This design comes from an exercise in tuning for small area, a short achievable clock period and few clock cycles per item on the open sky130 flow, not from production work.
At most, simulation tests tie the RTL to the original design; equivalence was not proved.
The RTL of runs 3 to 5 was laid out without a check of its function.
Power is estimated from default activity; no workload was simulated.

==> flow/design.v <==
package irsa_pkg;
    localparam int unsigned MAX_DIM = 4096;
    localparam int unsigned CFG_W   = 13;
    localparam int unsigned IDX_W   = 2;
    localparam int unsigned DIM_W   = 13;
    localparam int unsigned POS_W   = 12;
    localparam int unsigned ROT_W   = 2;
    localparam int unsigned BPP_W   = 5;
    localparam int unsigned PROD_W  = POS_W + DIM_W;
    localparam int unsigned ADDR_W  = 28;
    localparam logic [IDX_W-1:0] REG_SRC_WIDTH       = 2'd0;
    localparam logic [IDX_W-1:0] REG_SRC_HEIGHT      = 2'd1;
    localparam logic [IDX_W-1:0] REG_ROTATION        = 2'd2;
    localparam logic [IDX_W-1:0] REG_BYTES_PER_PIXEL = 2'd3;
    localparam logic [ROT_W-1:0] ROT_INVALID = 2'd0;
    localparam logic [ROT_W-1:0] ROT_90      = 2'd1;
    localparam logic [ROT_W-1:0] ROT_180     = 2'd2;
    localparam logic [ROT_W-1:0] ROT_270     = 2'd3;
    localparam logic [DIM_W-1:0] DIM_MAX = DIM_W'(MAX_DIM);
    localparam logic [DIM_W-1:0] DIM_RST = 13'd1;
    localparam logic [BPP_W-1:0] BPP_MAX = 5'd16;
    localparam logic [BPP_W-1:0] BPP_RST = 5'd4;
    typedef struct packed {
        logic accept;
        logic map_en;
        logic out_load;
    } t_dp_cmd;
endpackage
import irsa_pkg::*;
module image_rotate_scatter_address
#(
    parameter int unsigned PIXEL_BITS = 32
) (
    input  logic                  i_clk,
    input  logic                  i_rst_n,
    input  logic                  i_cfg_wr_en,
    input  logic [IDX_W-1:0]      i_cfg_index,
    input  logic [CFG_W-1:0]      i_cfg_wdata,
    input  logic                  i_in_valid,
    output logic                  o_in_stall,
    input  logic [PIXEL_BITS-1:0] i_pixel_in,
    input  logic                  i_frame_start,
    output logic                  o_out_valid,
    input  logic                  i_out_stall,
    output logic [PIXEL_BITS-1:0] o_pixel_out,
    output logic [POS_W-1:0]      o_dest_col,
    output logic [POS_W-1:0]      o_dest_row,
    output logic [ADDR_W-1:0]     o_byte_address,
    output logic                  o_frame_last,
    output logic                  o_bad_rotation
);
    logic [POS_W-1:0] r_wm1;      
    logic [POS_W-1:0] r_hm1;      
    logic [ROT_W-1:0] r_rot;
    logic [BPP_W-1:0] r_bpp;      
    logic             r_bad;      
    logic [POS_W-1:0] cfg_dm1;
    logic [BPP_W-1:0] cfg_bpp;
    always_comb begin
        if (i_cfg_wdata == '0) begin
            cfg_dm1 = '0;
        end else if (i_cfg_wdata > CFG_W'(MAX_DIM)) begin
            cfg_dm1 = POS_W'(MAX_DIM - 1);
        end else begin
            cfg_dm1 = POS_W'(i_cfg_wdata - CFG_W'(1));
        end
        if (i_cfg_wdata[BPP_W-1:0] == '0) begin
            cfg_bpp = BPP_W'(1);
        end else if (i_cfg_wdata[BPP_W-1:0] > BPP_MAX) begin
            cfg_bpp = BPP_MAX;
        end else begin
            cfg_bpp = i_cfg_wdata[BPP_W-1:0];
        end
    end
    always_ff @(posedge i_clk) begin
        if (!i_rst_n) begin
            r_wm1 <= '0;
            r_hm1 <= '0;
            r_rot <= ROT_90;
            r_bpp <= BPP_RST;
            r_bad <= 1'b0;
        end else if (i_cfg_wr_en) begin
            unique case (i_cfg_index)
                REG_SRC_WIDTH:       r_wm1 <= cfg_dm1;
                REG_SRC_HEIGHT:      r_hm1 <= cfg_dm1;
                REG_ROTATION: begin
                    r_rot <= i_cfg_wdata[ROT_W-1:0];
                    r_bad <= (i_cfg_wdata[ROT_W-1:0] == ROT_INVALID);
                end
                REG_BYTES_PER_PIXEL: r_bpp <= cfg_bpp;
                default: begin
                end
            endcase
        end
    end
    wire rot90  = (r_rot == ROT_90);
    wire rot180 = (r_rot == ROT_180);
    wire rot270 = (r_rot == ROT_270);
    wire bad    = (r_rot == ROT_INVALID);
    localparam int unsigned DB_W = 17;
    logic [POS_W-1:0]      r_pc, r_pr;         
    logic                  r_pcz;              
    logic                  r_org;              
    logic [DB_W-1:0]       r_db;               
    logic [ADDR_W-1:0]     r_k;                
    logic                  r_direct;           
    logic                  r_ov;
    logic                  r_stall;
    logic                  r_sv;
    logic [PIXEL_BITS-1:0] r_spix;
    logic                  r_sfs;
    logic [PIXEL_BITS-1:0] r_pix;
    logic [POS_W-1:0]      r_dr, r_dc;
    logic [ADDR_W-1:0]     r_addr;
    logic                  r_last;
    localparam logic [2:0] E_INIT = 3'd0;    
    localparam logic [2:0] E_Y    = 3'd1;    
    localparam logic [2:0] E_DB   = 3'd2;    
    localparam logic [2:0] E_T    = 3'd3;    
    localparam logic [2:0] E_FIN  = 3'd4;    
    localparam logic [2:0] E_P    = 3'd5;    
    localparam logic [2:0] E_Q    = 3'd6;    
    logic       r_busy;
    logic [2:0] r_est;
    logic [3:0] r_idx;
    logic       r_bit;
    logic       r_a_dbl, r_a_addr, r_a_db, r_a_k, r_b_b, r_b_db, r_b_k, r_b_dc, r_sub;
    wire                  fs  = r_sv ? r_sfs  : i_frame_start;
    wire [PIXEL_BITS-1:0] pix = r_sv ? r_spix : i_pixel_in;
    wire accept   = i_in_valid && !r_stall;
    wire fs_wait  = fs && !r_org;
    wire can_load = (!r_ov || !i_out_stall) && !fs_wait;
    wire have     = r_sv || accept;
    wire load     = can_load && have;
    wire skid_ld  = accept && !can_load;
    logic [POS_W:0] wd_x, hd_x;
    assign wd_x = {1'b0, r_wm1} - {1'b0, r_pc};
    assign hd_x = {1'b0, r_hm1} - {1'b0, r_pr};
    wire [POS_W-1:0] wd = wd_x[POS_W-1:0];
    wire [POS_W-1:0] hd = hd_x[POS_W-1:0];
    wire oor      = wd_x[POS_W] || hd_x[POS_W];
    wire colend_s = (r_pc == r_wm1);
    wire rowend_s = (r_pr == r_hm1);
    wire [POS_W-1:0] pc1 = r_pc + POS_W'(1);
    wire [POS_W-1:0] pr1 = r_pr + POS_W'(1);
    wire colend_o = (r_wm1 == '0);
    wire rowend_o = (r_hm1 == '0);
    logic [POS_W-1:0] dr_s, dc_s, dr_o, dc_o;
    always_comb begin
        dr_s = '0; dc_s = '0; dr_o = '0; dc_o = '0;
        unique case (r_rot)
            ROT_90:  begin dr_s = r_pc; dc_s = hd;   dr_o = '0;    dc_o = r_hm1; end
            ROT_180: begin dr_s = hd;   dc_s = wd;   dr_o = r_hm1; dc_o = r_wm1; end
            ROT_270: begin dr_s = wd;   dc_s = r_pr; dr_o = r_wm1; dc_o = '0;    end
            default: begin end
        endcase
    end
    wire [POS_W-1:0] npc_s = colend_s ? '0 : pc1;
    wire [POS_W-1:0] npr_s = colend_s ? (rowend_s ? '0 : pr1) : r_pr;
    wire [POS_W-1:0] npc_o = colend_o ? '0 : POS_W'(1);
    wire [POS_W-1:0] npr_o = (colend_o && !rowend_o) ? POS_W'(1) : '0;
    wire             colend = r_org ? colend_o : colend_s;
    wire             rowend = r_org ? rowend_o : rowend_s;
    wire [POS_W-1:0] ymul = rot180 ? r_wm1 : r_hm1;
    wire [POS_W-1:0] xmul = rot180 ? r_hm1 : r_wm1;
    logic [POS_W-1:0] bmul;
    always_comb begin
        unique case (r_est)
            E_INIT, E_Y: bmul = ymul;
            E_P:         bmul = r_dr;
            default:     bmul = xmul;
        endcase
    end
    wire [3:0] idx_m1 = r_idx - 4'd1;
    logic [3:0] idx_top;
    always_comb begin
        if (bmul[11:9] != '0)     idx_top = 4'd11;
        else if (bmul[8:6] != '0) idx_top = 4'd8;
        else if (bmul[5:3] != '0) idx_top = 4'd5;
        else                      idx_top = 4'd2;
    end
    wire idx_last = (r_idx == '0);
    wire mid      = !oor && !r_org;    
    localparam int unsigned CTL_W = 9;
    function automatic logic [CTL_W-1:0] ctl_run(input logic org, input logic pcz,
                                                 input logic [ROT_W-1:0] rot);
        logic r90, r180;
        r90  = (rot == ROT_90);
        r180 = (rot == ROT_180);
        if (org) begin
            ctl_run = {1'b0, 1'b0, r90, !r90, 1'b1, 1'b0, 1'b0, 1'b0, 1'b1};
        end else if (pcz && rot[0]) begin
            ctl_run = {1'b0, 1'b1, 1'b0, 1'b0, 1'b0, 1'b0, 1'b1, 1'b0, r90};
        end else begin
            ctl_run = {1'b0, 1'b1, 1'b0, 1'b0, r180, !r180, 1'b0, 1'b0, !r90};
        end
    endfunction
    function automatic logic [CTL_W-1:0] ctl_eng(input logic [2:0] est, input logic bit_,
                                                 input logic r180);
        unique case (est)
            E_Y:      ctl_eng = {1'b1, 1'b0, 1'b0, 1'b0, bit_, 1'b0, 1'b0, 1'b0, 1'b0};
            E_T, E_P: ctl_eng = {1'b1, 1'b0, 1'b0, 1'b0, 1'b0, bit_, 1'b0, 1'b0, 1'b0};
            E_DB:     ctl_eng = {1'b0, 1'b1, 1'b0, 1'b0, 1'b1, 1'b0, 1'b0, 1'b0, 1'b0};
            E_FIN:    ctl_eng = {1'b0, 1'b1, 1'b0, 1'b0, !r180, r180, 1'b0, 1'b0, 1'b0};
            E_Q:      ctl_eng = {1'b0, 1'b1, 1'b0, 1'b0, 1'b0, 1'b0, 1'b0, 1'b1, 1'b0};
            default:  ctl_eng = {1'b0, 1'b1, 1'b0, 1'b0, 1'b0, 1'b0, 1'b0, 1'b0, 1'b0};
        endcase
    endfunction
    logic       e_busy, e_org, e_direct, e_bit;
    logic [2:0] e_est;
    logic [3:0] e_idx;
    always_comb begin
        e_busy   = r_busy;
        e_est    = r_est;
        e_idx    = idx_m1;
        e_bit    = bmul[idx_m1];
        e_org    = r_org;
        e_direct = r_direct;
        unique case (r_est)
            E_INIT: begin
                e_est = E_Y;
                e_idx = idx_top;
                e_bit = bmul[idx_top];
            end
            E_Y: begin
                if (idx_last) e_est = E_DB;
            end
            E_DB: begin
                e_est = E_T;
                e_idx = idx_top;
                e_bit = bmul[idx_top];
            end
            E_T: begin
                if (idx_last) e_est = E_FIN;
            end
            E_FIN: begin
                if (oor) e_org = 1'b1;
                e_idx = 4'(POS_W - 1);
                e_bit = dr_s[POS_W-1];
                if (mid) begin
                    e_est = E_P;
                end else begin
                    e_busy = 1'b0;
                    e_est  = E_INIT;
                end
            end
            E_P: begin
                if (idx_last) begin
                    e_est = E_Q;
                    e_idx = 4'(r_bpp - BPP_W'(1));
                end
            end
            default: begin   
                if (idx_last) begin
                    e_busy   = 1'b0;
                    e_direct = 1'b1;
                    e_est    = E_INIT;
                end
            end
        endcase
    end
    wire       w_quick = (i_cfg_index == REG_BYTES_PER_PIXEL) && (r_est == E_INIT || r_est == E_Y);
    wire [3:0] w_idx   = idx_top;
    wire       w_bit   = bmul[idx_top];
    wire [CTL_W-1:0] ctl_busy  = e_busy ? ctl_eng(e_est, e_bit, rot180) : ctl_run(e_org, r_pcz, r_rot);
    wire [CTL_W-1:0] ctl_load  = ctl_run(colend && rowend, colend, r_rot);
    wire [CTL_W-1:0] ctl_hold  = ctl_run(r_org, r_pcz, r_rot);
    wire [CTL_W-1:0] ctl_wait  = ctl_run(1'b1, r_pcz, r_rot);
    wire [CTL_W-1:0] ctl_quick = ctl_eng(E_Y, w_bit, rot180);
    wire fs_block = have && fs_wait;
    logic [CTL_W-1:0] n_ctl;
    logic             n_busy, n_org, n_pcz, n_direct, n_bit;
    logic [2:0]       n_est;
    logic [3:0]       n_idx;
    always_comb begin
        n_busy   = r_busy;
        n_est    = r_est;
        n_idx    = idx_m1;
        n_bit    = e_bit;
        n_org    = r_org;
        n_pcz    = r_pcz;
        n_direct = r_direct;
        n_ctl    = ctl_hold;
        if (i_cfg_wr_en) begin
            n_busy = 1'b1;
            if (w_quick) begin
                n_est = E_Y;
                n_idx = w_idx;
                n_bit = w_bit;
                n_ctl = ctl_quick;
            end else begin
                n_est = E_INIT;
            end
        end else if (r_busy) begin
            n_busy   = e_busy;
            n_est    = e_est;
            n_idx    = e_idx;
            n_org    = e_org;
            n_direct = e_direct;
            n_ctl    = ctl_busy;
        end else if (load) begin
            n_direct = 1'b0;
            n_pcz    = colend;
            n_org    = colend && rowend;
            n_ctl    = ctl_load;
        end else if (fs_block) begin
            n_org    = 1'b1;
            n_ctl    = ctl_wait;
        end
    end
    wire n_a_dbl, n_a_addr, n_a_db, n_a_k, n_b_b, n_b_db, n_b_k, n_b_dc, n_sub;
    assign {n_a_dbl, n_a_addr, n_a_db, n_a_k, n_b_b, n_b_db, n_b_k, n_b_dc, n_sub} = n_ctl;
    wire [ADDR_W-1:0] add_a   = ({ADDR_W{r_a_dbl}}  & {r_addr[ADDR_W-2:0], 1'b0})
                              | ({ADDR_W{r_a_addr}} & r_addr)
                              | ({ADDR_W{r_a_db}}   & ADDR_W'(r_db))
                              | ({ADDR_W{r_a_k}}    & r_k);
    wire [ADDR_W-1:0] add_b   = ({ADDR_W{r_b_b}}  & ADDR_W'(r_bpp))
                              | ({ADDR_W{r_b_db}} & ADDR_W'(r_db))
                              | ({ADDR_W{r_b_k}}  & r_k)
                              | ({ADDR_W{r_b_dc}} & ADDR_W'(r_dc));
    wire [ADDR_W-1:0] add_sum = add_a + (r_sub ? ~add_b : add_b) + ADDR_W'(r_sub);
    always_ff @(posedge i_clk) begin
        if (!i_rst_n) begin
            r_pc     <= '0;
            r_pr     <= '0;
            r_pcz    <= 1'b1;
            r_org    <= 1'b1;
            r_ov     <= 1'b0;
            r_sv     <= 1'b0;
            r_busy   <= 1'b1;
            r_stall  <= 1'b1;
            r_est    <= E_INIT;
            r_direct <= 1'b0;
        end else begin
            r_ov     <= load || (r_ov && i_out_stall);
            r_sv     <= skid_ld || (r_sv && !load);
            r_stall  <= n_busy || skid_ld || (r_sv && !load);
            r_busy   <= n_busy;
            r_est    <= n_est;
            r_org    <= n_org;
            r_pcz    <= n_pcz;
            r_direct <= n_direct;
            if (load) begin
                if (r_org) begin
                    r_pc <= npc_o;
                    r_pr <= npr_o;
                end else begin
                    r_pc <= npc_s;
                    r_pr <= npr_s;
                end
            end
        end
    end
    always_ff @(posedge i_clk) begin
        r_idx   <= n_idx;
        r_bit   <= n_bit;
        r_a_dbl  <= n_a_dbl;
        r_a_addr <= n_a_addr;
        r_a_db   <= n_a_db;
        r_a_k    <= n_a_k;
        r_b_b   <= n_b_b;
        r_b_db  <= n_b_db;
        r_b_k   <= n_b_k;
        r_b_dc  <= n_b_dc;
        r_sub   <= n_sub;
        if (i_cfg_wr_en) begin
            r_addr <= '0;
        end else if (r_busy) begin
            unique case (r_est)
                E_INIT: begin
                    r_addr <= '0;
                end
                E_DB: begin
                    r_db   <= bad ? '0 : add_sum[DB_W-1:0];
                    r_addr <= '0;
                end
                E_FIN: begin
                    r_k    <= add_sum;
                    r_dr   <= dr_s;
                    r_dc   <= dc_s;
                    r_addr <= '0;
                end
                default: begin   
                    r_addr <= add_sum;
                end
            endcase
        end else if (load) begin
            if (r_org || !r_direct) begin
                r_addr <= add_sum;
            end
            if (r_org) begin
                r_dr   <= dr_o;
                r_dc   <= dc_o;
            end else begin
                r_dr   <= dr_s;
                r_dc   <= dc_s;
            end
        end
    end
    always_ff @(posedge i_clk) begin
        if (skid_ld) begin
            r_spix <= i_pixel_in;
            r_sfs  <= i_frame_start;
        end
        if (load) begin
            r_pix  <= pix;
            r_last <= colend && rowend;
        end
    end
    assign o_in_stall     = r_stall;
    assign o_out_valid    = r_ov;
    assign o_pixel_out    = r_pix;
    assign o_dest_col     = r_dc;
    assign o_dest_row     = r_dr;
    assign o_byte_address = r_addr;
    assign o_frame_last   = r_last;
    assign o_bad_rotation = r_bad;
endmodule
==> flow/flow/run.sh <==
#!/bin/bash
set -euo pipefail
bash standard.sh SETUP_SLACK_MARGIN=7 'BUFFER_PORTS_ARGS=-buffer_cell sky130_fd_sc_hd__buf_2' finish > flow_make.log 2>&1
==> flow/standard.sh <==
#!/bin/bash
# synth_recipe.tcl (not shown) runs the flow's synth.tcl, then flattens the netlist and writes it again
# the make line also repeats each setting of config.mk as NAME=value (left out here)
make -C /OpenROAD-flow-scripts/flow DESIGN_CONFIG=/design/flow/config.mk WORK_HOME=/design/flow/orfs CLKGATE_MAP_FILE= SYNTH_SCRIPT=/design/flow/synth_recipe.tcl "${@:-finish}"
==> flow/config.mk <==
export PLATFORM = sky130hd
export DESIGN_NAME = image_rotate_scatter_address
export DESIGN_NICKNAME = image_rotate_scatter_address
export VERILOG_FILES = /design/flow/design.v
export SDC_FILE = /design/flow/constraint.sdc
export NUM_CORES = 4
export LEC_CHECK = 0
export CAP_MARGIN = 20
export CORE_MARGIN = 2
export CORE_UTILIZATION = 50
export SETUP_SLACK_MARGIN = 5
export SLEW_MARGIN = 20
export TNS_END_PERCENT = 100
==> flow/constraint.sdc <==
create_clock -name core_clock -period 10.0 [get_ports {i_clk}]
set_input_delay 2.0000 -clock core_clock [delete_from_list [all_inputs] [get_ports {i_clk}]]
set_output_delay 2.0000 -clock core_clock [all_outputs]
set_load 0.01 [all_outputs]
==> impl_metrics.py, run 1 <==
metrics = {
    "synth": {
        "synthesis.area_um2": 14340,
        "synthTopCellsByCount": "edfxtp_1, nor2_1, nand2_1",
        "synth_area_per_cell_um2": 9.661,
        "synth_top_area_share_pct": 28.27,
        "synth_most_common_cell": "edfxtp_1",
        "async_flop_share_pct": 0,
        "synthDistinctLibCells": 85,
        "syn-num-nets": 1599,
        "ys_ff_latch": 242,
        "synth-warning-count": 1,
        "ys.flop_type": "edfxtp_1",
        "synth_top_area_cell": "edfxtp_1",
        "synth_area_leaders": "edfxtp_1, dfxtp_1, ha_1, xnor2_1, a22oi_1",
        "ys_seq_area_share_pct": 43.21,
        "syn_inst": 1484,
        "synth_edf_count": 135,
    },
    "power": {
        "vdd_drop_max_mv": 0.1461,
        "p_total_uw": 2969,
        "p_int_uw": 2078,
        "combPwrFrac_pct": 25.6,
        "switching_share_pct": 30.02,
        "p_switching_uw": 891.3,
        "power_density_nw_per_um2": 149.2,
        "p_seq_share_pct": 38.5,
        "power.leakage_uw": 0.007582,
        "clkPwrFrac_pct": 35.9,
    },
    "route": {
        "firstDrtPassIters": 9,
        "drtAntennaViolNets": 0,
        "wl_per_cell_um": 23.28,
        "vias": 13780,
        "via_per_inst": 6.359,
        "totalWireLength_mm": 50.44,
        "drt_iter0_markers": 1884,
        "drc": 0,
    },
    "worst_setup_path": {
        "critPathCaptureType": "flop",
        "rrSetupSlack_ns": 6.51,
        "arrival_ns": 3.94,
        "startpoint_type": "flop",
        "critPathMaxFanout": 7,
        "worstSetupPathType": "reg -> reg",
        "ff2ff_path_depth": 13,
        "critical_path_required_ns": 10.45,
    },
    "sta": {
        "fin_crit_sh_pct": 34.90,
        "tns_ns": 0,
        "grt_setup_unrepaired": "yes",
        "max-slew-margin-rel_pct": 32.29,
        "worst_pin_slew_ns": 1.013,
        "min_period_ns": 3.490,
        "finalSetupViolCount": 0,
        "fin_skew_ns": 0.009832,
        "max_freq_mhz": 286.5,
        "holdWs_ns": 0.5053,
        "hold_violations": 0,
        "report.final.slew_viol_count": 0,
    },
    "floorplanning": {
        "io_pins": 141,
        "core-area_um2": 28010,
        "dieArea_um2": 30050,
        "start_util_pct": 51.19,
        "fp.dieW_um": 173.3,
        "die_h_um": 173.3,
        "row_count": 61,
    },
    "final_layout": {
        "antenna_cells": 0,
        "fin_area_um2": 19910,
        "nets": 1882,
        "area_growth_pct": 38.84,
        "layoutNonFillerInstCount": 2167,
        "drive_gt1_share_pct": 39.58,
    },
    "global_routing": {
        "antenna_found_initial": 0,
        "overflow": 0,
        "grt_pass1_wl_mm": 74.44,
        "track_usage_pct": 31.40,
        "grt_pass1_vias": 12786,
        "grt_max_degree": 37,
    },
    "hold_path": {
        "hp-class": "reg -> reg",
        "hold_path_depth": 2,
    },
    "clock_tree": {
        "cts_tree": "done",
        "clk_path_buf_depth": 3,
        "cts_buffers": 28,
        "clk_pin_slew_worst_paths_ns": 0.06,
        "clkSinkCount": 242,
        "cts_hold_buf": 0,
        "h-tree-depth": 1,
        "clkLatencyLatePin_ns": 0.56,
        "cts_root_buf": "clkbuf_16",
    },
    "place": {
        "hpwl_mm": 30.95,
        "port_buffers": 140,
        "postPlaceCellArea_um2": 15820,
        "gp_congestion": 0.9339,
        "dp_cells": 1939,
    },
    "flow_run": {
        "maxCapViolCount": 0,
    },
    "outcome": {
        "status": "complete, no violations",
    },
}
power by group through the flow:
stage / Sequential (uW) / Clock (uW) / Combinational [uW]
floorplan: 1140 / 0 / 422
finish: 1140 / 1060 / 761
global route: 1140 / 1110 / 812
detailed placement: 1160 / 0 / 547
global placement: 1160 / 0 / 544
CTS: 1140 / 1070 / 680
cells by family (layout without fill, tap and decap cells):
group	after synthesis	after routing	share of synthesized area [%]
adder cells (fa/ha/maj)	64	64	5.707
buffers and inverters	147	447	3.944
AND/OR/NAND/NOR	426	428	14.08
XOR/XNOR	95	95	5.803
AO/OA/AOI/OAI	463	466	23.51
multiplexers	47	47	3.744
flip-flops	242	242	43.21
path summary, 6_finish.rpt:
| kind | start | to |
|---|---|---|
| max reg2reg | r_b_k | r_addr[22] |
| max | r_b_k | r_addr[22] |
| min | r_direct | r_direct |
| min reg2reg | r_direct | r_direct |
area by class of cell:
class	count	area (um2)
Timing Repair Buffer	328	2793
Timing Repair inverter	2	17.52
Tap cell	378	473.0
Fill cell	2098	8104
Inverter	65	294.0
Sequential cell	242	6341
Multi-Input combinational cell	1100	9037
Clock buffer	32	747.0
Clock inverter	20	203.9
sequential cells by signal, indices dropped and copies added, names as in the netlist, 2 cells and up:
name and flops:
r_dc 12, r_k 28, r_est 3, r_spix 32, r_pr 12, r_wm1 12
r_pc 12, r_idx 4, r_addr 28, r_rot 2, r_bpp 5, r_db 17
r_pix 32, r_dr 12, r_hm1 12
per-stage QoR:
step | utilization [%] | worst slack (ns)
2_1_floorplan | - | 6.479
3_3_place_gp | 56.47 | 5.369
3_5_place_dp | 56.47 | 5.308
4_1_cts | 67.87 | 6.537
5_1_grt | 71.07 | 6.374
6_report | 71.07 | 6.510
metal layers:
| metal | global-route usage, % | vias up | share of wire, % |
|---|---|---|---|
| li1 | - | 6253 | - |
| met1 | 46.13 | 6629 | 42 |
| met2 | 48.02 | 779 | 44 |
| met3 | 5.044 | 119 | 10 |
| met4 | 8.616 | 0 | 3.1 |
| met5 | 0 | - | 0 |
cell usage in the layout, fill, tap and decap left out, drive strengths merged, types with 11 or more instances in the layout:
master  Yosys  final
a211oi     26     26
a21o       17     17
a21oi      78     78
a222oi     39     39
a22o       17     17
a22oi      82     82
and2       14     15
buf        17    325
clkbuf     65     32
clkinv      2     16
dfxtp     107    107
edfxtp    135    135
ha         59     59
inv        63     63
mux2       33     33
mux2i      12     12
nand2     117    117
nand2b     11     11
nand3      30     30
nor2      132    133
nor2b      30     30
nor3       28     28
nor4       12     12
o21ai      54     57
o22ai      32     32
xnor2      77     77
xor2       18     18
timing repair:
action                                  CTS  global route
buffers inserted                        118            44
hold endpoints to repair                  0             0
pin swaps                               107            96
gates resized for setup                 274           121
endpoints found under the setup margin  267           236
gates cloned                             12             2
worst max-delay path: stages (launching register included):
cell,delay [ns]
dfxtp_4,0.36
buf_12,0.14
a222oi_1,0.36
xnor2_1,0.14
ha_1,0.34
a21o_1,0.19
a31o_1,0.24
a221oi_2,0.29
o31ai_2,0.13
a311o_2,0.40
a31o_4,0.30
a31oi_4,0.19
xnor2_2,0.09
a22o_1,0.19
Testbench counts, summed over its fixed seeds: cycles 36,510, items 35,658.
==> inputs of run 2 (changes only) <==
--- a/flow/config.mk
+++ b/flow/config.mk
@@ -8,5 +8,5 @@
 export CAP_MARGIN = 20
 export CORE_MARGIN = 2
-export CORE_UTILIZATION = 50
+export CORE_UTILIZATION = 55
 export SETUP_SLACK_MARGIN = 5
 export SLEW_MARGIN = 20
==> run 2 against run 1 <==
Against the previous run:
- cell area decreased by 0.30%
- flip-flop and latch count unchanged
- worst hold slack got worse by 0.0075 ns
- worst setup slack got worse by 0.056 ns
- area after synthesis unchanged
- synthesized cell count unchanged
- routed wire length decreased by 0.60%
- largest cell class unchanged
==> impl_metrics.py, run 2 <==
metrics = {
    "final_layout": {
        "fillers": 1712,
        "final_cell_mix": "edfxtp_1, buf_4, nor2_1",
        "layoutNonFillerInstCount": 2110,
        "drive_gt1_share_pct": 39.61,
        "nets": 1870,
        "layout.area.seq_um2": 6330,
        "area_growth_pct": 38.42,
        "final_common_cell": "edfxtp_1",
        "reg_top3": "r_pix: 32 flops, r_spix: 32 flops",
        "multi_input_area_um2": 9131,
        "antenna_cells": 0,
    },
    "synth": {
        "synth_edf_count": 135,
        "synthTopCellsByCount": "edfxtp_1, nor2_1, nand2_1",
        "syn-num-nets": 1599,
        "syn_inst": 1484,
        "synthesis.area_um2": 14340,
        "ys_ff_latch": 242,
        "synth_area_leaders": "edfxtp_1, dfxtp_1, ha_1, xnor2_1, a22oi_1",
        "ys.flop_type": "edfxtp_1",
        "synth_most_common_cell": "edfxtp_1",
        "synth_top_area_share_pct": 28.27,
        "synth-warning-count": 1,
        "ys_seq_area_share_pct": 43.21,
        "synth_area_per_cell_um2": 9.661,
        "synth_top_area_cell": "edfxtp_1",
        "synthDistinctLibCells": 85,
        "async_flop_share_pct": 0,
    },
    "worst_setup_path": {
        "critPathMaxFanout": 3,
        "critPathCaptureType": "flop",
        "cp_top_family": "compound AO/OA/AOI/OAI gates",
        "rrSetupSlack_ns": 6.45,
        "startpoint_type": "flop",
        "critPathLaunch": "r_a_addr",
        "r2r-start": "r_a_addr",
        "cp_num_buf_inv": 2,
        "max_stage_delay_ns": 0.39,
        "path_cells": "buf_12 > a222oi_1 > a21bo_2 > and2_4 > fa_2 > a21oi_4 > o2111ai_4 > buf_6 > a41o_1 > a211oi_2 > nor2_1 > o21a_1 > nor2_2 > xnor2_2 > nor2b_1",
        "crit_slowest_cell": "fa_2",
        "worstSetupPathType": "reg -> reg",
        "arrival_ns": 3.82,
        "critical_path_required_ns": 10.28,
    },
    "route": {
        "via_per_inst": 6.628,
        "wl_met1_mm": 20.79,
        "top_layer": "met5",
        "drc": 0,
        "wl_met2_mm": 22.14,
        "drtAntennaViolNets": 0,
        "wl_met3_mm": 5.227,
        "wl_per_cell_um": 23.76,
        "vias": 13986,
        "totalWireLength_mm": 50.14,
        "firstDrtPassIters": 8,
        "drt_iter0_markers": 2196,
    },
    "global_routing": {
        "grt_pass1_wl_mm": 72.17,
        "overflow": 0,
        "grt_pass1_vias": 12595,
        "antenna_found_initial": 0,
        "grt_max_degree": 37,
        "track_usage_pct": 34.09,
    },
    "place": {
        "post-place-ws_ns": 5.275,
        "hpwl_mm": 29.97,
        "dp_cells": 1896,
        "gp_congestion": 0.9157,
        "port_buffers": 140,
    },
    "sta": {
        "worst_pin_slew_ns": 0.9212,
        "fin_crit_sh_pct": 35.47,
        "max_freq_mhz": 282.0,
        "fin_skew_ns": 0.01437,
        "grt_setup_unrepaired": "yes",
        "hold_violations": 0,
        "finalSetupViolCount": 0,
        "report.final.slew_viol_count": 0,
        "min_period_ns": 3.547,
        "max-slew-margin-rel_pct": 38.59,
        "worst_slack_ns": 6.453,
        "tns_ns": 0,
    },
    "hold_path": {
        "hp-class": "reg -> reg",
        "hp-start": "r_pr[1]",
    },
    "floorplanning": {
        "io_pins": 141,
        "core-area_um2": 25840,
        "die_h_um": 165.5,
        "start_util_pct": 55.49,
        "fp.dieW_um": 165.5,
        "row_count": 59,
        "dieArea_um2": 27380,
    },
    "power": {
        "power_density_nw_per_um2": 148.9,
        "p_seq_share_pct": 38.5,
        "p_total_uw": 2956,
        "combPwrFrac_pct": 26.1,
        "switching_share_pct": 30.25,
        "p_switching_uw": 894.3,
        "power.leakage_uw": 0.007551,
        "vdd_drop_max_mv": 0.1446,
        "p_int_uw": 2062,
        "clkPwrFrac_pct": 35.4,
    },
    "clock_tree": {
        "clk_path_buf_depth": 3,
        "cts_hold_buf": 0,
        "cts_tree": "done",
        "cts_root_buf": "clkbuf_16",
        "cts_buffers": 27,
        "clkLatencyLatePin_ns": 0.54,
        "clk_pin_slew_worst_paths_ns": 0.07,
        "h-tree-depth": 1,
        "clkSinkCount": 242,
    },
    "outcome": {
        "status": "complete, no violations",
    },
    "flow_run": {
        "maxCapViolCount": 0,
    },
}
## run 2: cell counts after synthesis
No cell type changed its count.
## run 2: cell families (layout without fill, tap and decap cells)
group	after synthesis	in the layout	synth area share, %
AOI/OAI and AO/OA	463	465	23.51
xor gates and xnor gates	95	95	5.803
adders and majority gates	64	64	5.707
buffers and inverters	147	434	3.944
DFF	242	242	43.21
muxes	47	47	3.744
and+or+nand+nor	426	428	14.08
## run 2: layout make-up
| type | instances | share of cell area, % |
|---|---|---|
| Sequential cell | 242 | 31.89 |
| Timing Repair inverter | 2 | 0.08826 |
| Tap cell | 335 | 2.112 |
| Inverter | 65 | 1.482 |
| Clock buffer | 32 | 3.657 |
| Timing Repair Buffer | 318 | 13.74 |
| Clock inverter | 17 | 1.021 |
| Multi-Input combinational cell | 1099 | 46.01 |
## run 2: per-layer routing
layer	global-route usage, %	vias up
li1	-	6227
met1	49.86	6705
met2	50.83	888
met3	5.819	164
met4	12.26	2
met5	0	-
## run 2: final timing paths
check / end / depth (start not counted)
min: r_pr[1] / 2
min reg2reg: r_pr[1] / 2
max: r_db[14] / 15
max reg2reg: r_db[14] / 15
## run 2: worst register-to-register path: cells and delay by family (launching register included)
kind | cells | cell delay [ns]
AO/OA/AOI/OAI | 7 | 1.63
AND/OR/NAND/NOR | 4 | 0.52
XOR/XNOR | 1 | 0.10
buffers and inverters | 2 | 0.29
adder cells (fa/ha/maj) | 1 | 0.39
flip-flops | 1 | 0.35
## run 2: power groups by stage
stage | clock network, uW | logic (uW) | registers (uW)
floorplan | 0 | 422 | 1140
global placement | 0 | 544 | 1160
detailed placement | 0 | 551 | 1160
CTS | 1050 | 686 | 1130
global route | 1090 | 822 | 1140
finish | 1050 | 773 | 1140
## run 2: metrics by stage
| step | cell area (um2) | util, % | hold WS, ns |
|---|---|---|---|
| CTS | 19010 | 73.58 | 0.5161 |
| global placement | 15760 | 61.01 | 0.4886 |
| floorplan | 14970 | - | 0.4634 |
| detailed placement | 15760 | 61.01 | 0.5020 |
| global route | 19850 | 76.81 | 0.5059 |
| finish | 19850 | 76.81 | 0.4978 |
## run 2: repair_timing
| item | 4_1_cts | 5_1_grt |
|---|---|---|
| pin swaps | 117 | 79 |
| setup endpoints to repair | 268 | 236 |
| cloned | 12 | 2 |
| setup buffers | 116 | 35 |
| resized for setup | 297 | 110 |
==> inputs of run 3 (changes only) <==
--- a/flow/design.v
+++ b/flow/design.v
@@ -50,18 +50,18 @@
     output logic                  o_bad_rotation
 );
-    logic [POS_W-1:0] r_wm1;      
-    logic [POS_W-1:0] r_hm1;      
+    logic [DIM_W-1:0] r_w;        
+    logic [DIM_W-1:0] r_h;        
     logic [ROT_W-1:0] r_rot;
     logic [BPP_W-1:0] r_bpp;      
     logic             r_bad;      
-    logic [POS_W-1:0] cfg_dm1;
+    logic [DIM_W-1:0] cfg_dim;
     logic [BPP_W-1:0] cfg_bpp;
     always_comb begin
         if (i_cfg_wdata == '0) begin
-            cfg_dm1 = '0;
+            cfg_dim = DIM_W'(1);
         end else if (i_cfg_wdata > CFG_W'(MAX_DIM)) begin
-            cfg_dm1 = POS_W'(MAX_DIM - 1);
+            cfg_dim = DIM_MAX;
         end else begin
-            cfg_dm1 = POS_W'(i_cfg_wdata - CFG_W'(1));
+            cfg_dim = DIM_W'(i_cfg_wdata);
         end
         if (i_cfg_wdata[BPP_W-1:0] == '0) begin
@@ -75,6 +75,6 @@
     always_ff @(posedge i_clk) begin
         if (!i_rst_n) begin
-            r_wm1 <= '0;
-            r_hm1 <= '0;
+            r_w   <= DIM_RST;
+            r_h   <= DIM_RST;
             r_rot <= ROT_90;
             r_bpp <= BPP_RST;
@@ -82,6 +82,6 @@
         end else if (i_cfg_wr_en) begin
             unique case (i_cfg_index)
-                REG_SRC_WIDTH:       r_wm1 <= cfg_dm1;
-                REG_SRC_HEIGHT:      r_hm1 <= cfg_dm1;
+                REG_SRC_WIDTH:       r_w <= cfg_dim;
+                REG_SRC_HEIGHT:      r_h <= cfg_dim;
                 REG_ROTATION: begin
                     r_rot <= i_cfg_wdata[ROT_W-1:0];
@@ -102,4 +102,5 @@
     logic                  r_pcz;              
     logic                  r_org;              
+    logic                  r_zp;               
     logic [DB_W-1:0]       r_db;               
     logic [ADDR_W-1:0]     r_k;                
@@ -134,34 +135,29 @@
     wire load     = can_load && have;
     wire skid_ld  = accept && !can_load;
-    logic [POS_W:0] wd_x, hd_x;
-    assign wd_x = {1'b0, r_wm1} - {1'b0, r_pc};
-    assign hd_x = {1'b0, r_hm1} - {1'b0, r_pr};
-    wire [POS_W-1:0] wd = wd_x[POS_W-1:0];
-    wire [POS_W-1:0] hd = hd_x[POS_W-1:0];
-    wire oor      = wd_x[POS_W] || hd_x[POS_W];
-    wire colend_s = (r_pc == r_wm1);
-    wire rowend_s = (r_pr == r_hm1);
-    wire [POS_W-1:0] pc1 = r_pc + POS_W'(1);
-    wire [POS_W-1:0] pr1 = r_pr + POS_W'(1);
-    wire colend_o = (r_wm1 == '0);
-    wire rowend_o = (r_hm1 == '0);
-    logic [POS_W-1:0] dr_s, dc_s, dr_o, dc_o;
+    wire [POS_W-1:0] pe_c = r_zp ? '0 : r_pc;
+    wire [POS_W-1:0] pe_r = r_zp ? '0 : r_pr;
+    wire [DIM_W-1:0] wd_x = r_w + {1'b0, ~pe_c};
+    wire [DIM_W-1:0] hd_x = r_h + {1'b0, ~pe_r};
+    wire [POS_W-1:0] wd   = wd_x[POS_W-1:0];
+    wire [POS_W-1:0] hd   = hd_x[POS_W-1:0];
+    wire oor    = !wd_x[POS_W] || !hd_x[POS_W];
+    wire colend = (wd == '0);
+    wire rowend = (hd == '0);
+    wire [POS_W-1:0] pc1 = r_zp ? POS_W'(1) : r_pc + POS_W'(1);
+    wire [POS_W-1:0] pr1 = r_zp ? POS_W'(1) : r_pr + POS_W'(1);
+    logic [POS_W-1:0] dr_s, dc_s;
     always_comb begin
-        dr_s = '0; dc_s = '0; dr_o = '0; dc_o = '0;
+        dr_s = '0; dc_s = '0;
         unique case (r_rot)
-            ROT_90:  begin dr_s = r_pc; dc_s = hd;   dr_o = '0;    dc_o = r_hm1; end
-            ROT_180: begin dr_s = hd;   dc_s = wd;   dr_o = r_hm1; dc_o = r_wm1; end
-            ROT_270: begin dr_s = wd;   dc_s = r_pr; dr_o = r_wm1; dc_o = '0;    end
+            ROT_90:  begin dr_s = pe_c; dc_s = hd;   end
+            ROT_180: begin dr_s = hd;   dc_s = wd;   end
+            ROT_270: begin dr_s = wd;   dc_s = pe_r; end
             default: begin end
         endcase
     end
-    wire [POS_W-1:0] npc_s = colend_s ? '0 : pc1;
-    wire [POS_W-1:0] npr_s = colend_s ? (rowend_s ? '0 : pr1) : r_pr;
-    wire [POS_W-1:0] npc_o = colend_o ? '0 : POS_W'(1);
-    wire [POS_W-1:0] npr_o = (colend_o && !rowend_o) ? POS_W'(1) : '0;
-    wire             colend = r_org ? colend_o : colend_s;
-    wire             rowend = r_org ? rowend_o : rowend_s;
-    wire [POS_W-1:0] ymul = rot180 ? r_wm1 : r_hm1;
-    wire [POS_W-1:0] xmul = rot180 ? r_hm1 : r_wm1;
+    wire [POS_W-1:0] npc = colend ? '0 : pc1;
+    wire [POS_W-1:0] npr = colend ? (rowend ? '0 : pr1) : pe_r;
+    wire [POS_W-1:0] ymul = rot180 ? wd : hd;
+    wire [POS_W-1:0] xmul = rot180 ? hd : wd;
     logic [POS_W-1:0] bmul;
     always_comb begin
@@ -260,5 +256,5 @@
         endcase
     end
-    wire       w_quick = (i_cfg_index == REG_BYTES_PER_PIXEL) && (r_est == E_INIT || r_est == E_Y);
+    wire       w_quick = (i_cfg_index == REG_BYTES_PER_PIXEL) && r_zp && (r_est == E_INIT || r_est == E_Y);
     wire [3:0] w_idx   = idx_top;
     wire       w_bit   = bmul[idx_top];
@@ -319,11 +315,29 @@
                               | ({ADDR_W{r_b_k}}  & r_k)
                               | ({ADDR_W{r_b_dc}} & ADDR_W'(r_dc));
-    wire [ADDR_W-1:0] add_sum = add_a + (r_sub ? ~add_b : add_b) + ADDR_W'(r_sub);
+    wire [ADDR_W-1:0] add_b2  = r_sub ? ~add_b : add_b;
+    localparam int unsigned NPOS = ADDR_W + 1;
+    localparam int unsigned NLEV = $clog2(NPOS);
+    logic [NPOS-1:0] pg_g [0:NLEV];
+    logic [NPOS-1:0] pg_p [0:NLEV];
+    assign pg_g[0] = {add_a & add_b2, r_sub};
+    assign pg_p[0] = {add_a ^ add_b2, 1'b0};
+    for (genvar l = 0; l < NLEV; l++) begin : g_lev
+        for (genvar j = 0; j < NPOS; j++) begin : g_pos
+            if (((j >> l) & 1) == 1) begin : g_comb
+                localparam int unsigned K = ((j >> l) << l) - 1;
+                assign pg_g[l+1][j] = pg_g[l][j] | (pg_p[l][j] & pg_g[l][K]);
+                assign pg_p[l+1][j] = pg_p[l][j] & pg_p[l][K];
+            end else begin : g_pass
+                assign pg_g[l+1][j] = pg_g[l][j];
+                assign pg_p[l+1][j] = pg_p[l][j];
+            end
+        end
+    end
+    wire [ADDR_W-1:0] add_sum = pg_p[0][ADDR_W:1] ^ pg_g[NLEV][ADDR_W-1:0];
     always_ff @(posedge i_clk) begin
         if (!i_rst_n) begin
-            r_pc     <= '0;
-            r_pr     <= '0;
             r_pcz    <= 1'b1;
             r_org    <= 1'b1;
+            r_zp     <= 1'b1;
             r_ov     <= 1'b0;
             r_sv     <= 1'b0;
@@ -341,13 +355,11 @@
             r_pcz    <= n_pcz;
             r_direct <= n_direct;
-            if (load) begin
-                if (r_org) begin
-                    r_pc <= npc_o;
-                    r_pr <= npr_o;
-                end else begin
-                    r_pc <= npc_s;
-                    r_pr <= npr_s;
-                end
-            end
+            r_zp     <= n_org || (n_busy && n_est != E_FIN && n_est != E_P && n_est != E_Q);
+        end
+    end
+    always_ff @(posedge i_clk) begin
+        if (load) begin
+            r_pc <= npc;
+            r_pr <= npr;
         end
     end
@@ -389,11 +401,6 @@
                 r_addr <= add_sum;
             end
-            if (r_org) begin
-                r_dr   <= dr_o;
-                r_dc   <= dc_o;
-            end else begin
-                r_dr   <= dr_s;
-                r_dc   <= dc_s;
-            end
+            r_dr   <= dr_s;
+            r_dc   <= dc_s;
         end
     end
--- a/flow/config.mk
+++ b/flow/config.mk
@@ -8,6 +8,6 @@
 export CAP_MARGIN = 20
 export CORE_MARGIN = 2
-export CORE_UTILIZATION = 55
+export CORE_UTILIZATION = 45
 export SETUP_SLACK_MARGIN = 5
 export SLEW_MARGIN = 20
-export TNS_END_PERCENT = 100
+export TNS_END_PERCENT = 0
==> run 3 against run 2 <==
Against the previous run:
- sequential power barely moved
- core utilization fell by 21 points
- critical endpoint is now r_b_db
- count of clock-buffer cells in the layout did not move
- clock skew rose by 0.0072 ns
- largest power group unchanged
- flip-flop and latch count rose by 3
==> impl_metrics.py, run 3 <==
metrics = {
    "outcome": {
        "status": "complete, no violations",
    },
    "sta": {
        "hold_violations": 0,
        "max-slew-margin-rel_pct": 32.36,
        "grt_setup_unrepaired": "yes",
        "worst_pin_slew_ns": 1.011,
        "fin_crit_sh_pct": 37.22,
        "fin_skew_ns": 0.02156,
        "tns_ns": 0,
        "report.final.slew_viol_count": 0,
        "min_period_ns": 3.722,
        "finalSetupViolCount": 0,
        "max_freq_mhz": 268.6,
    },
    "synth": {
        "yosys.area_share.simple_pct": 17.44,
        "synth_area_per_cell_um2": 9.621,
        "synth_fa_ha_area_share_pct": 5.650,
        "synth_area_leaders": "edfxtp_1, dfxtp_1, ha_1, nand2_1, xnor2_1",
        "synth_top_area_share_pct": 32.87,
        "synth_most_common_cell": "nand2_1",
        "synthesis.area_um2": 14530,
        "ys.flop_type": "edfxtp_1",
        "synth-warning-count": 3,
        "synthTopCellsByCount": "nand2_1, edfxtp_1, nor2_1",
        "synth_top_family_by_area": "compound AO/OA/AOI/OAI gates",
        "synth_top_area_cell": "edfxtp_1",
        "ys_ff_latch": 245,
        "synthMuxAreaShare_pct": 3.540,
        "synth_xor_area_share_pct": 4.823,
        "ys_seq_area_share_pct": 44.72,
        "syn_inst": 1510,
        "synth_edf_count": 159,
        "syn-num-nets": 1625,
        "async_flop_share_pct": 0,
        "synthDistinctLibCells": 87,
        "synth_compound_area_share_pct": 20.22,
    },
    "place": {
        "port_buffers": 140,
        "hpwl_mm": 31.46,
        "postPlaceCellArea_um2": 15590,
        "gp_congestion": 0.9677,
    },
    "worst_setup_path": {
        "critical_path_required_ns": 10.40,
        "critPathCaptureType": "flop",
        "max_stage_delay_ns": 0.54,
        "cp_num_buf_inv": 2,
        "cp_top_family": "simple AND/OR/NAND/NOR gates",
        "arrival_ns": 4.12,
        "critPathMaxFanout": 8,
        "crit_slowest_cell": "or4_4",
        "path_cells": "bufbuf_16 > nand2b_4 > ha_4 > a211oi_4 > o21ai_2 > a2111o_1 > and3_4 > or4_4 > nor4b_4 > buf_4 > a21oi_2 > or2_4 > a31oi_4 > o41ai_4",
        "worstSetupPathType": "reg -> reg",
        "startpoint_type": "flop",
    },
    "final_layout": {
        "fin_area_um2": 17660,
        "final_common_cell": "nand2_1",
        "fillers": 2840,
        "reg_top3": "r_pix: 32 flops, r_spix: 32 flops",
        "area_growth_pct": 21.57,
        "nets": 1765,
        "layout.area.seq_um2": 6506,
        "drive_gt1_share_pct": 24.58,
        "final_cell_mix": "nand2_1, edfxtp_1, buf_2",
        "antenna_cells": 0,
        "multi_input_area_um2": 8260,
    },
    "power": {
        "combPwrFrac_pct": 20.9,
        "p_switching_uw": 812.4,
        "power.leakage_uw": 0.006814,
        "clkPwrFrac_pct": 38.3,
        "switching_share_pct": 29.06,
        "p_seq_share_pct": 40.8,
        "power_density_nw_per_um2": 158.3,
        "p_int_uw": 1983,
        "vdd_drop_max_mv": 0.1182,
    },
    "clock_tree": {
        "cts_tree": "done",
        "cts_hold_buf": 0,
        "clk_pin_slew_worst_paths_ns": 0.06,
        "clkLatencyLatePin_ns": 0.57,
        "cts_root_buf": "clkbuf_16",
        "h-tree-depth": 1,
        "clkSinkCount": 245,
        "cts_buffers": 28,
        "clk_path_buf_depth": 3,
    },
    "floorplanning": {
        "io_pins": 141,
        "row_count": 65,
        "die_h_um": 183.7,
        "dieArea_um2": 33740,
        "fp.dieW_um": 183.7,
        "core-area_um2": 31640,
        "start_util_pct": 45.92,
    },
    "route": {
        "wl_per_cell_um": 21.89,
        "drtAntennaViolNets": 0,
        "drt_iter0_markers": 1260,
        "vias": 12587,
        "drc": 0,
        "firstDrtPassIters": 5,
        "totalWireLength_mm": 45.40,
        "via_per_inst": 6.069,
    },
    "global_routing": {
        "track_usage_pct": 26.82,
        "grt_pass1_wl_mm": 70.62,
        "grt_max_degree": 61,
        "grt_pass1_vias": 12178,
        "antenna_found_initial": 0,
        "overflow": 0,
    },
    "hold_path": {
        "hp-class": "reg -> reg",
    },
    "flow_run": {
        "maxCapViolCount": 0,
    },
}
run 3: stage by stage:
step	setup WS, ns	total power [uW]	hold WS (ns)	instances	utilization, %
floorplan	5.623	1505	0.4406	1510	-
global route	6.141	2904	0.4840	2074	55.82
finish	6.278	2795	0.4664	2074	55.82
detailed placement	5.360	1656	0.4590	1984	49.28
global placement	5.379	1654	0.4567	1984	49.28
CTS	6.373	2789	0.4680	2066	55.33
run 3: cells by family after synthesis:
kind of cell,Yosys count
buf+inv,136
flops,245
mux,47
xor+xnor,80
fa+ha+maj,62
simple gates,514
compound gates,426
run 3: layout make-up:
type,count,share of cell area (%)
clock inverter,20,1.282
inverter,51,1.105
clock buffer,32,4.166
timing repair buffer,194,6.985
sequential,245,36.84
tap,402,2.848
multi-input combinational,1130,46.77
run 3: power groups by stage:
stage	sequential, uW	clock (uW)	combinational (uW)
3_3_place_gp	1160	0	493
6_report	1140	1070	584
2_1_floorplan	1150	0	354
3_5_place_dp	1160	0	496
4_1_cts	1140	1090	561
5_1_grt	1140	1130	632
run 3: worst paths after layout:
kind / to / depth (start not counted) / slack (ns) / start
max: r_b_db / 14 / 6.28 / r_zp
min: r_h[5] / 2 / 0.47 / r_h[5]
max reg2reg: r_b_db / 14 / 6.28 / r_zp
min reg2reg: r_h[5] / 2 / 0.47 / r_h[5]
run 3: layer usage:
metal	wire length (um)	vias to the layer above	track usage [%]	part of all wire, %
met2	20630	508	42.29	45
li1	-	5916	-	-
met4	1544	0	9.152	3.4
met5	0	-	0	0
met3	3474	88	4.893	7.7
met1	19750	6075	37.21	44
run 3: worst register-to-register path, stage by stage, from the launching register on:
cell,delay (ns)
dfxtp_4,0.37
bufbuf_16,0.28
nand2b_4,0.17
ha_4,0.20
a211oi_4,0.32
o21ai_2,0.13
a2111o_1,0.37
and3_4,0.16
or4_4,0.54
nor4b_4,0.21
buf_4,0.18
a21oi_2,0.07
or2_4,0.28
a31oi_4,0.17
o41ai_4,0.12
run 3: what timing repair did:
action,in CTS,in global routing
pin swaps,36,11
setup buffers,27,8
resized for setup,139,15
setup endpoints to repair,379,380
cloned,3,0
==> inputs of run 4 (changes only) <==
--- a/flow/design.v
+++ b/flow/design.v
@@ -126,5 +126,5 @@
     logic [3:0] r_idx;
     logic       r_bit;
-    logic       r_a_dbl, r_a_addr, r_a_db, r_a_k, r_b_b, r_b_db, r_b_k, r_b_dc, r_sub;
+    logic       r_a_dbl, r_a_addr, r_a_negb, r_b_b, r_b_db, r_b_k, r_b_dc, r_sub;
     wire                  fs  = r_sv ? r_sfs  : i_frame_start;
     wire [PIXEL_BITS-1:0] pix = r_sv ? r_spix : i_pixel_in;
@@ -178,5 +178,5 @@
     wire idx_last = (r_idx == '0);
     wire mid      = !oor && !r_org;    
-    localparam int unsigned CTL_W = 9;
+    localparam int unsigned CTL_W = 8;
     function automatic logic [CTL_W-1:0] ctl_run(input logic org, input logic pcz,
                                                  input logic [ROT_W-1:0] rot);
@@ -185,9 +185,9 @@
         r180 = (rot == ROT_180);
         if (org) begin
-            ctl_run = {1'b0, 1'b0, r90, !r90, 1'b1, 1'b0, 1'b0, 1'b0, 1'b1};
+            ctl_run = {1'b0, 1'b0, 1'b1, 1'b0, r90, !r90, 1'b0, 1'b0};
         end else if (pcz && rot[0]) begin
-            ctl_run = {1'b0, 1'b1, 1'b0, 1'b0, 1'b0, 1'b0, 1'b1, 1'b0, r90};
+            ctl_run = {1'b0, 1'b1, 1'b0, 1'b0, 1'b0, 1'b1, 1'b0, r90};
         end else begin
-            ctl_run = {1'b0, 1'b1, 1'b0, 1'b0, r180, !r180, 1'b0, 1'b0, !r90};
+            ctl_run = {1'b0, 1'b1, 1'b0, r180, !r180, 1'b0, 1'b0, !r90};
         end
     endfunction
@@ -195,10 +195,10 @@
                                                  input logic r180);
         unique case (est)
-            E_Y:      ctl_eng = {1'b1, 1'b0, 1'b0, 1'b0, bit_, 1'b0, 1'b0, 1'b0, 1'b0};
-            E_T, E_P: ctl_eng = {1'b1, 1'b0, 1'b0, 1'b0, 1'b0, bit_, 1'b0, 1'b0, 1'b0};
-            E_DB:     ctl_eng = {1'b0, 1'b1, 1'b0, 1'b0, 1'b1, 1'b0, 1'b0, 1'b0, 1'b0};
-            E_FIN:    ctl_eng = {1'b0, 1'b1, 1'b0, 1'b0, !r180, r180, 1'b0, 1'b0, 1'b0};
-            E_Q:      ctl_eng = {1'b0, 1'b1, 1'b0, 1'b0, 1'b0, 1'b0, 1'b0, 1'b1, 1'b0};
-            default:  ctl_eng = {1'b0, 1'b1, 1'b0, 1'b0, 1'b0, 1'b0, 1'b0, 1'b0, 1'b0};
+            E_Y:      ctl_eng = {1'b1, 1'b0, 1'b0, bit_, 1'b0, 1'b0, 1'b0, 1'b0};
+            E_T, E_P: ctl_eng = {1'b1, 1'b0, 1'b0, 1'b0, bit_, 1'b0, 1'b0, 1'b0};
+            E_DB:     ctl_eng = {1'b0, 1'b1, 1'b0, 1'b1, 1'b0, 1'b0, 1'b0, 1'b0};
+            E_FIN:    ctl_eng = {1'b0, 1'b1, 1'b0, !r180, r180, 1'b0, 1'b0, 1'b0};
+            E_Q:      ctl_eng = {1'b0, 1'b1, 1'b0, 1'b0, 1'b0, 1'b0, 1'b1, 1'b0};
+            default:  ctl_eng = {1'b0, 1'b1, 1'b0, 1'b0, 1'b0, 1'b0, 1'b0, 1'b0};
         endcase
     endfunction
@@ -305,10 +305,10 @@
         end
     end
-    wire n_a_dbl, n_a_addr, n_a_db, n_a_k, n_b_b, n_b_db, n_b_k, n_b_dc, n_sub;
-    assign {n_a_dbl, n_a_addr, n_a_db, n_a_k, n_b_b, n_b_db, n_b_k, n_b_dc, n_sub} = n_ctl;
+    wire n_a_dbl, n_a_addr, n_a_negb, n_b_b, n_b_db, n_b_k, n_b_dc, n_sub;
+    assign {n_a_dbl, n_a_addr, n_a_negb, n_b_b, n_b_db, n_b_k, n_b_dc, n_sub} = n_ctl;
+    wire [BPP_W-1:0]  negb5   = BPP_W'(~r_bpp + BPP_W'(1));
     wire [ADDR_W-1:0] add_a   = ({ADDR_W{r_a_dbl}}  & {r_addr[ADDR_W-2:0], 1'b0})
                               | ({ADDR_W{r_a_addr}} & r_addr)
-                              | ({ADDR_W{r_a_db}}   & ADDR_W'(r_db))
-                              | ({ADDR_W{r_a_k}}    & r_k);
+                              | ({ADDR_W{r_a_negb}} & {{(ADDR_W-BPP_W){1'b1}}, negb5});
     wire [ADDR_W-1:0] add_b   = ({ADDR_W{r_b_b}}  & ADDR_W'(r_bpp))
                               | ({ADDR_W{r_b_db}} & ADDR_W'(r_db))
@@ -369,6 +369,5 @@
         r_a_dbl  <= n_a_dbl;
         r_a_addr <= n_a_addr;
-        r_a_db   <= n_a_db;
-        r_a_k    <= n_a_k;
+        r_a_negb <= n_a_negb;
         r_b_b   <= n_b_b;
         r_b_db  <= n_b_db;
==> flow/flow/run.sh (replaced) <==
#!/bin/bash
set -euo pipefail
CTS='-sink_clustering_enable -repair_clock_nets -dont_use_dummy_load -sink_clustering_size 25 -sink_clustering_max_diameter 60 -buf_list {sky130_fd_sc_hd__clkbuf_8 sky130_fd_sc_hd__clkbuf_16}'
bash standard.sh SETUP_SLACK_MARGIN=7 'BUFFER_PORTS_ARGS=-buffer_cell sky130_fd_sc_hd__buf_2' "CTS_ARGS=$CTS" finish > flow_make.log 2>&1
==> run 4 against run 3 <==
Against the previous run:
- worst hold slack worse by 0.0026 ns
- worst setup slack better by 0.14 ns
- sequential power about the same
- via count decreased by 1.6%
- clock power is 22% lower
- register-to-register slack gained 0.14 ns
- count of clock-buffer cells in the layout fell by 5
- die area is 2.1% lower
- combinational power is 3% lower
- routed wire length decreased by 1.4%
- sequential share of layout area up 0.53 points
- flip-flop and latch count is 1 lower
==> impl_metrics.py, run 4 <==
metrics = {
    "synth": {
        "yosys.area_share.simple_pct": 16.70,
        "synth_edf_count": 159,
        "syn-num-nets": 1571,
        "synth_top_family_by_area": "compound AO/OA/AOI/OAI gates",
        "syn_inst": 1455,
        "synth_most_common_cell": "nand2_1",
        "ys_seq_area_share_pct": 45.55,
        "synth_top_area_cell": "edfxtp_1",
        "synth_area_per_cell_um2": 9.771,
        "synth_area_leaders": "edfxtp_1, dfxtp_1, nand2_1, ha_1, xnor2_1",
        "synthMuxAreaShare_pct": 3.547,
        "synth-warning-count": 3,
        "async_flop_share_pct": 0,
        "synth_top_area_share_pct": 33.58,
        "ys.flop_type": "edfxtp_1",
        "ys_ff_latch": 244,
        "synthTopCellsByCount": "nand2_1, edfxtp_1, nor2_1",
        "synthesis.area_um2": 14220,
        "synth_fa_ha_area_share_pct": 5.861,
        "synth_compound_area_share_pct": 19.68,
        "synth_xor_area_share_pct": 5.307,
        "synthDistinctLibCells": 90,
    },
    "sta": {
        "finalSetupViolCount": 0,
        "max-slew-margin-rel_pct": 34.90,
        "fin_skew_ns": 0.03323,
        "fin_crit_sh_pct": 35.83,
        "grt_setup_unrepaired": "yes",
        "worst_pin_slew_ns": 0.9755,
        "max_freq_mhz": 279.1,
        "report.final.slew_viol_count": 0,
        "hold_violations": 0,
        "worst_slack_ns": 6.417,
        "min_period_ns": 3.583,
        "tns_ns": 0,
    },
    "place": {
        "gp_congestion": 0.9181,
        "hpwl_mm": 30.72,
        "dp_cells": 1932,
        "post-place-ws_ns": 5.294,
        "postPlaceCellArea_um2": 15310,
        "port_buffers": 140,
    },
    "final_layout": {
        "layoutNonFillerInstCount": 2029,
        "final_common_cell": "nand2_1",
        "reg_top3": "r_pix: 32 flops, r_spix: 32 flops",
        "fin_area_um2": 17380,
        "fillers": 2781,
        "nets": 1744,
        "final_cell_mix": "nand2_1, edfxtp_1, buf_2",
        "area_growth_pct": 22.21,
        "drive_gt1_share_pct": 26.20,
    },
    "route": {
        "via_per_inst": 6.106,
        "drt_iter0_markers": 1081,
        "drc": 0,
        "totalWireLength_mm": 44.78,
        "drtAntennaViolNets": 0,
        "vias": 12390,
        "wl_per_cell_um": 22.07,
        "firstDrtPassIters": 5,
    },
    "floorplanning": {
        "row_count": 65,
        "io_pins": 141,
        "start_util_pct": 45.41,
        "dieArea_um2": 33030,
        "die_h_um": 181.7,
        "core-area_um2": 31310,
        "fp.dieW_um": 181.7,
    },
    "global_routing": {
        "grt_pass1_vias": 11851,
        "antenna_found_initial": 2,
        "grt_max_degree": 38,
        "track_usage_pct": 26.34,
        "grt_pass1_wl_mm": 68.42,
        "overflow": 0,
    },
    "clock_tree": {
        "cts_root_buf": "clkbuf_16",
        "cts_tree": "done",
        "clkLatencyLatePin_ns": 0.54,
        "cts_hold_buf": 0,
        "clkSinkCount": 244,
        "cts_buffers": 27,
        "clk_path_buf_depth": 3,
        "h-tree-depth": 1,
        "clk_pin_slew_worst_paths_ns": 0.06,
    },
    "power": {
        "vdd_drop_max_mv": 0.1372,
        "p_total_uw": 2533,
        "power_density_nw_per_um2": 145.8,
        "power.leakage_uw": 0.006590,
    },
    "flow_run": {
        "maxCapViolCount": 0,
    },
    "worst_setup_path": {
        "critPathCaptureType": "flop",
        "startpoint_type": "flop",
        "critPathMaxFanout": 18,
        "arrival_ns": 4.03,
        "ff2ff_path_depth": 17,
        "worstSetupPathType": "reg -> reg",
        "critical_path_required_ns": 10.44,
    },
    "hold_path": {
        "hold_path_depth": 2,
        "hp-class": "reg -> reg",
    },
    "outcome": {
        "status": "complete, no violations",
    },
}
## run 4: power breakdown
part | switching [uW] | internal, uW
clock network | 365 | 469
logic | 328 | 238
registers | 28.7 | 1100
total | 722 | 1810
## run 4: path summary, 6_finish.rpt
path	startpoint	end	slack [ns]
worst max-delay path	r_zp	r_b_b	6.42
worst min-delay path	r_w[9]	r_w[9]	0.46
worst max register to register	r_zp	r_b_b	6.42
worst min register to register	r_w[9]	r_w[9]	0.46
## run 4: logic make-up (layout without fill, tap and decap cells)
kind of cell	count (synthesis)	in the layout
AOI/OAI and AO/OA	398	398
DFF	244	244
xor gates and xnor gates	84	84
other	0	1
buffers and inverters	126	296
adders and majority gates	63	63
and+or+nand+nor	494	495
muxes	46	46
## run 4: repair_timing
action	4_1_cts	5_1_grt
setup buffers	42	23
gates resized for setup	102	55
gates cloned	4	0
setup endpoints to repair	361	371
pin swaps	36	28
## run 4: routing by layer
metal	vias to the layer above	wire, um	global-route usage, %
met5	-	13	0
met2	508	21220	43.74
met4	2	2176	11.48
met1	6000	18450	34.69
met3	112	2924	3.329
li1	5768	-	-
## run 4: metrics by stage
step,hold slack (ns),util [%]
final,0.4638,55.49
after global routing,0.4858,55.49
after CTS,0.4625,54.13
after detailed placement,0.4547,48.88
after global placement,0.4586,48.88
after floorplan,0.4366,-
## run 4: layout make-up
| cell class | count | area, um2 | area share (%) |
|---|---|---|---|
| well taps | 402 | 503.0 | 2.895 |
| multi-input cells | 1086 | 8030 | 46.22 |
| clock buffers | 27 | 675.6 | 3.889 |
| diodes | 1 | 2.502 | 0.01440 |
| flip-flops and latches | 244 | 6492 | 37.37 |
| repair buffers | 224 | 1493 | 8.591 |
| inverters | 45 | 178.9 | 1.030 |
## run 4: critical path, stage by stage, from the launching register on
cell	delay, ns
dfxtp_4	0.41
inv_4	0.06
buf_12	0.15
nand2_8	0.07
ha_4	0.13
inv_1	0.05
fa_2	0.41
nor2b_4	0.17
o2111ai_4	0.15
a21o_1	0.23
a211o_1	0.34
a31oi_4	0.20
o311ai_4	0.23
buf_4	0.21
o31a_1	0.30
o22ai_2	0.17
a221oi_2	0.10
o21ai_1	0.08
==> inputs of run 5 (changes only) <==
==> flow/flow/run.sh (replaced) <==
#!/bin/bash
set -euo pipefail
CTS='-sink_clustering_enable -repair_clock_nets -dont_use_dummy_load'
bash standard.sh SETUP_SLACK_MARGIN=7 'BUFFER_PORTS_ARGS=-buffer_cell sky130_fd_sc_hd__buf_2' "CTS_ARGS=$CTS" finish > flow_make.log 2>&1
==> run 5 against run 4 <==
Against the previous run:
- area after synthesis did not move
- sequential power barely moved
- clock skew rose by 0.0044 ns
- final cell count about the same
- first-iteration DRC count up 18%
- flip-flop and latch count stayed put
- worst hold slack better by 0.0012 ns
- die area unchanged
- routed wire length is 0.55% higher
- global-route usage increased by 0.21 points
==> impl_metrics.py, run 5 <==
metrics = {
    "place": {
        "port_buffers": 140,
        "gp_congestion": 0.9181,
        "hpwl_mm": 30.72,
    },
    "route": {
        "via_per_inst": 6.148,
        "wl_per_cell_um": 22.20,
        "firstDrtPassIters": 6,
        "totalWireLength_mm": 45.03,
        "vias": 12468,
        "drc": 0,
    },
    "synth": {
        "async_flop_share_pct": 0,
        "synth_area_per_cell_um2": 9.771,
        "syn-num-nets": 1571,
        "ys_ff_latch": 244,
        "synth_area_leaders": "edfxtp_1, dfxtp_1, nand2_1, ha_1, xnor2_1",
        "synthTopCellsByCount": "nand2_1, edfxtp_1, nor2_1",
        "synthDistinctLibCells": 90,
        "synth_edf_count": 159,
        "synthesis.area_um2": 14220,
        "ys_seq_area_share_pct": 45.55,
        "ys.flop_type": "edfxtp_1",
        "synth_top_area_share_pct": 33.58,
        "syn_inst": 1455,
        "synth_most_common_cell": "nand2_1",
        "synth_top_area_cell": "edfxtp_1",
    },
    "power": {
        "power.leakage_uw": 0.006614,
        "power_density_nw_per_um2": 147.7,
    },
    "hold_path": {
        "hp-class": "reg -> reg",
    },
    "floorplanning": {
        "fp.dieW_um": 181.7,
        "dieArea_um2": 33030,
        "die_h_um": 181.7,
        "row_count": 65,
        "start_util_pct": 45.41,
        "io_pins": 141,
        "core-area_um2": 31310,
    },
    "global_routing": {
        "grt_pass1_vias": 11879,
        "grt_max_degree": 38,
        "overflow": 0,
        "antenna_found_initial": 1,
        "grt_pass1_wl_mm": 68.83,
    },
    "sta": {
        "fin_skew_ns": 0.03764,
        "grt_setup_unrepaired": "yes",
        "fin_crit_sh_pct": 35.55,
        "tns_ns": 0,
        "finalSetupViolCount": 0,
        "min_period_ns": 3.555,
        "max-slew-margin-rel_pct": 36.99,
        "report.final.slew_viol_count": 0,
        "hold_violations": 0,
    },
    "clock_tree": {
        "clk_pin_slew_worst_paths_ns": 0.06,
        "clk_path_buf_depth": 3,
        "cts_buffers": 28,
        "h-tree-depth": 1,
        "cts_root_buf": "clkbuf_16",
        "clkLatencyLatePin_ns": 0.56,
        "cts_tree": "done",
    },
    "final_layout": {
        "reg_top3": "r_pix: 32 flops, r_spix: 32 flops",
        "area_growth_pct": 22.40,
        "nets": 1743,
        "drive_gt1_share_pct": 26.28,
        "final_cell_mix": "nand2_1, edfxtp_1, buf_2",
    },
    "worst_setup_path": {
        "critical_path_required_ns": 10.40,
        "critPathCaptureType": "flop",
        "rrSetupSlack_ns": 6.44,
        "critPathMaxFanout": 18,
        "arrival_ns": 3.95,
        "cp_top_family": "compound AO/OA/AOI/OAI gates",
        "cp_num_buf_inv": 4,
        "max_stage_delay_ns": 0.41,
        "path_cells": "clkinv_4 > buf_12 > nand2_2 > ha_4 > inv_1 > fa_2 > nor2b_4 > o31ai_1 > xor2_1 > buf_4 > o22ai_1 > a22oi_1 > a31o_1 > a31oi_4 > o221ai_2 > a21oi_2 > o221ai_1",
    },
    "outcome": {
        "status": "complete, no violations",
    },
    "flow_run": {
        "maxCapViolCount": 0,
    },
}
## run 5: cell counts after synthesis
No cell type changed its count.
## run 5: layer usage
| metal | share of wire (%) | vias up | GRT usage, % |
|---|---|---|---|
| li1 | - | 5774 | - |
| met1 | 41 | 6031 | 35.12 |
| met2 | 47 | 535 | 43.86 |
| met3 | 6.3 | 128 | 3.008 |
| met4 | 5.2 | 0 | 12.23 |
| met5 | 0 | - | 0 |
## run 5: what timing repair did
item,CTS,global route
cloned,4,0
pin swaps,39,31
resized for setup,112,46
buffers inserted,49,14
hold buffers,0,0
endpoints found under the setup margin,362,377
## run 5: cell families (layout without fill, tap and decap cells)
family / Yosys count / after routing / synth area share [%]
AND/OR/NAND/NOR: 494 / 495 / 16.70
buffers and inverters: 126 / 295 / 3.353
adder cells (fa/ha/maj): 63 / 63 / 5.861
other: 0 / 1 / 0
flip-flops: 244 / 244 / 45.55
XOR/XNOR: 84 / 84 / 5.307
AO/OA/AOI/OAI: 398 / 398 / 19.68
multiplexers: 46 / 46 / 3.547
## run 5: worst paths after layout
| check | startpoint | end | cells past startpoint |
|---|---|---|---|
| max | r_zp | r_b_db | 17 |
| min | r_w[9] | r_w[9] | 2 |
| max reg2reg | r_zp | r_b_db | 17 |
| min reg2reg | r_w[9] | r_w[9] | 2 |
## run 5: stage by stage
stage | setup slack, ns | area [um2] | power [uW] | hold WS [ns] | instances
final | 6.445 | 17400 | 2571 | 0.4650 | 2028
after global routing | 6.347 | 17400 | 2672 | 0.4861 | 2028
after CTS | 6.510 | 17070 | 2547 | 0.4626 | 2013
after detailed placement | 5.294 | 15310 | 1621 | 0.4547 | 1932
after global placement | 5.409 | 15310 | 1616 | 0.4586 | 1932
after floorplan | 5.450 | 14290 | 1484 | 0.4366 | 1455
## run 5: worst register-to-register path, cell delays in order (launching register included)
cell,delay [ns]
dfxtp_4,0.41
clkinv_4,0.09
buf_12,0.15
nand2_2,0.12
ha_4,0.16
inv_1,0.05
fa_2,0.37
nor2b_4,0.17
o31ai_1,0.09
xor2_1,0.20
buf_4,0.19
o22ai_1,0.19
a22oi_1,0.17
a31o_1,0.29
a31oi_4,0.21
o221ai_2,0.15
a21oi_2,0.24
o221ai_1,0.15
## run 5: layout make-up
class / instances / area [um2]
Fill cell: 2766 / 13910
Multi-Input combinational cell: 1086 / 8044
Sequential cell: 244 / 6495
Timing Repair Buffer: 222 / 1473
Clock buffer: 28 / 700.7
Tap cell: 402 / 503.0
Inverter: 45 / 183.9
Antenna cell: 1 / 2.502
## run 5: power by group
group          total [uW]  internal [uW]  switching, uW  leakage (uW)
Clock                 863            486            377      0.000345
Combinational         574            242            332       0.00412
Sequential           1130           1100           29.1       0.00215

Setup slack of run 5, layout unchanged: 6.445 ns with ideal ports, 6.445 ns with driving cells assumed (clock clkbuf_16, inputs buf_2), 5.929 ns with port delays also shifted by the 0.591 ns mid clock arrival.
